This design comes from an exercise in tuning for small area, a short achievable clock period and few clock cycles per item on the open sky130 flow, not from production work. Only simulation tests tie the RTL to the original design; equivalence was not proved. The clock input has no modelled driver; a real chip could not lean on it and would need a root buffer or a full tree. Power figures rest on the tool's default switching activity, not on a simulated workload.

Setup of v37:
Design sha256_padder, start of the top module:
module sha256_padder #(
    parameter int LEN_W = 19
) (
    input  logic         Clk,
    input  logic         Reset,
    input  logic [7:0]   InData,
    input  logic         InValid,
    input  logic         InLast,
    output logic         InReady,
    output logic [511:0] Chunk,
    output logic         ChunkValid,
    output logic         ChunkLast,
    input  logic         ChunkReady
);
export LEC_CHECK = 0
export ABC_CLOCK_PERIOD_IN_PS = 2000
export CAP_MARGIN = 20
export CORE_MARGIN = 2
export CORE_UTILIZATION = 50
export SETUP_SLACK_MARGIN = 2.6
export SLEW_MARGIN = 20
export SYNTH_HIERARCHICAL = 1
export SYNTH_MINIMUM_KEEP_SIZE = 0
export TNS_END_PERCENT = 10
create_clock -name core_clock -period 4.5 [get_ports {Clk}]
standard.sh (not shown) runs the stock make flow with config.mk's settings and CLKGATE_MAP_FILE= SYNTH_SCRIPT=/design/flow/synth_recipe.tcl, a recipe that flattens the netlist after the stock synthesis.
==> flow/flow/run.sh <==
#!/bin/bash
# Standard ORFS layout with these changes: the port buffers use a small buffer cell, and the
# clock tree is a two-level tree built by flow/cts_pre.tcl (ORFS's PRE_CTS_TCL hook) in place
# of TritonCTS. Each ORFS step's full log is in orfs/logs/...; make's output is in flow.log.
set -euo pipefail
export BUFFER_PORTS_ARGS="-buffer_cell sky130_fd_sc_hd__buf_1"
export PRE_CTS_TCL="$PWD/flow/cts_pre.tcl"
bash standard.sh > flow.log 2>&1
Other scripts of this flow, unchanged in this note and not shown: flow/flow/cts_pre.tcl
Testbench counts of v37, summed over its fixed seeds: cycles 53,377, bytes 53,274.
### v37 -> v6
Settings: removing ABC_CLOCK_PERIOD_IN_PS (formerly 2000); changing SETUP_SLACK_MARGIN from 2.6 to 2.45; changing TNS_END_PERCENT from 10 to 30.
[summary]
Between v6 and v37, it is v6 whose logic gate share of total power is lower, by 1.0 points. v6 ended with less number of buffer and inverter stages on the critical path than v37. For the via count normalized by instance count, v6 came in about 0.4% lower than v37 did. A end of the critical path of r_q[47] is what v37 shows, while r_q[113] belongs to v6. From v37 to v6 the numbers moved as follows: maximum vdd ir drop shows an increase of about 10%; cell count of the worst reg-to-reg path decreased 1; share of async-settable or async-resettable flops after synthesis held; setup slack now smaller. Overall power after layout was higher in v37 than in v6. Taking v37 as the reference, in v6 final wirelength rose by 0.50%; placer's final routability congestion estimate went down 0.73%; clock period minus worst slack grew by 0.11 ns.
Inputs modified between v6 and v50:
Settings: clearing TNS_END_PERCENT, which used to be 30.
--- a/flow/flow/run.sh
+++ b/flow/flow/run.sh
@@ -6,3 +6,4 @@
 export BUFFER_PORTS_ARGS="-buffer_cell sky130_fd_sc_hd__buf_1"
 export PRE_CTS_TCL="$PWD/flow/cts_pre.tcl"
+export RECOVER_POWER=100
 bash standard.sh > flow.log 2>&1
## What came out
To summarise v50: no stage aborted, but the layout did not pass its checks, failing on max-capacitance violations, max-slew violations. Taking v6 as the reference point, the total met2 wirelength after detailed routing of v50 rises by 0.85%. Compared with v6, in v50 post-synthesis to final-layout area growth lower; cell count now sits at about the same level; period utilization increased by 21 points relative to the old numbers; first-pass GRT wire length rose about 0.8%. met1 usage in global routing came out higher on v50 than on v6. There was hardly any difference in count of non-CTS inverters in the layout between v6 and v50. When v50 is set beside v6, its cell area turns out to be 1.5% smaller. Compared with v6, v50 shows a part of the power in registers that is 0.4 points higher. Against v6 as the reference, v50 delivers a lower utilization after layout.
diff inputs: v50 => v53
Settings: TNS_END_PERCENT now 10, previously not set; SETUP_SLACK_MARGIN now 2.6, was 2.45; ABC_CLOCK_PERIOD_IN_PS now 1200, previously not set.
--- a/flow/flow/run.sh
+++ b/flow/flow/run.sh
@@ -6,4 +6,3 @@
 export BUFFER_PORTS_ARGS="-buffer_cell sky130_fd_sc_hd__buf_1"
 export PRE_CTS_TCL="$PWD/flow/cts_pre.tcl"
-export RECOVER_POWER=100
 bash standard.sh > flow.log 2>&1
### Flow results
v53 | stages: all done | timing, DRC, antenna: all pass
Of the two candidates, v50 has the better worst hold slack and v53 the worse one.
Comparing worst-case reg-to-reg path depth for v50 and v53, the bigger number came from v53.
Comparing v53 with v50, the sequential cell area came out essentially unchanged.
| cell depth of the worst setup path | v53 vs v50 | 4 higher |
In v53 the logic gate share of total power turned out 1.7 points higher than in v50.
v53 ended with less met3 layer wire length in the routed design than v50.
Between v50 and v53, the total global routing track utilization does not differ in any meaningful way.
Looking at power across both flows, v53 is the weaker of the two, with v50 ahead.
No run of this note takes its clock network from TritonCTS; it comes from the design's own scripts or RTL.

## re-timing with driven ports
In the flow no input, the clock included, has a driving cell. The finished layouts below were timed again as built, in two steps.
Step 1 assumes that a clkbuf_16 drives the clock port and a buf_2 every other input.
Step 2 adds t to the input delays and takes it off the output delays; t is the mean of the earliest and latest rising clock arrival at the registers after step 1. Input paths then give back, and output paths get back, about the clock's delay inside the block.
Slacks: ideal / step 1 / step 2; pairs: ideal / step 1.
run | shift t [ns] | setup slack, ns | worst hold slack (ns) | cell pins on the clock port's net
v37 | 0.472 | 2.507 / 2.442 / 2.507 | 0.444 / 0.444 / 0.444 | 4
v6 | 0.489 | 2.399 / 2.269 / 2.399 | 0.446 / 0.446 / 0.446 | 4
v50 | 0.489 | 1.471 / 1.471 / 1.388 | 0.448 / 0.448 / 0.448 | 4
v53 | 0.472 | 2.507 / 2.442 / 2.507 | 0.444 / 0.444 / 0.444 | 4
For v50, which loses most, drivers alone change the setup slack by 0.000 ns; drivers and shift together by -0.083 ns. Setup slack includes reset recovery checks.
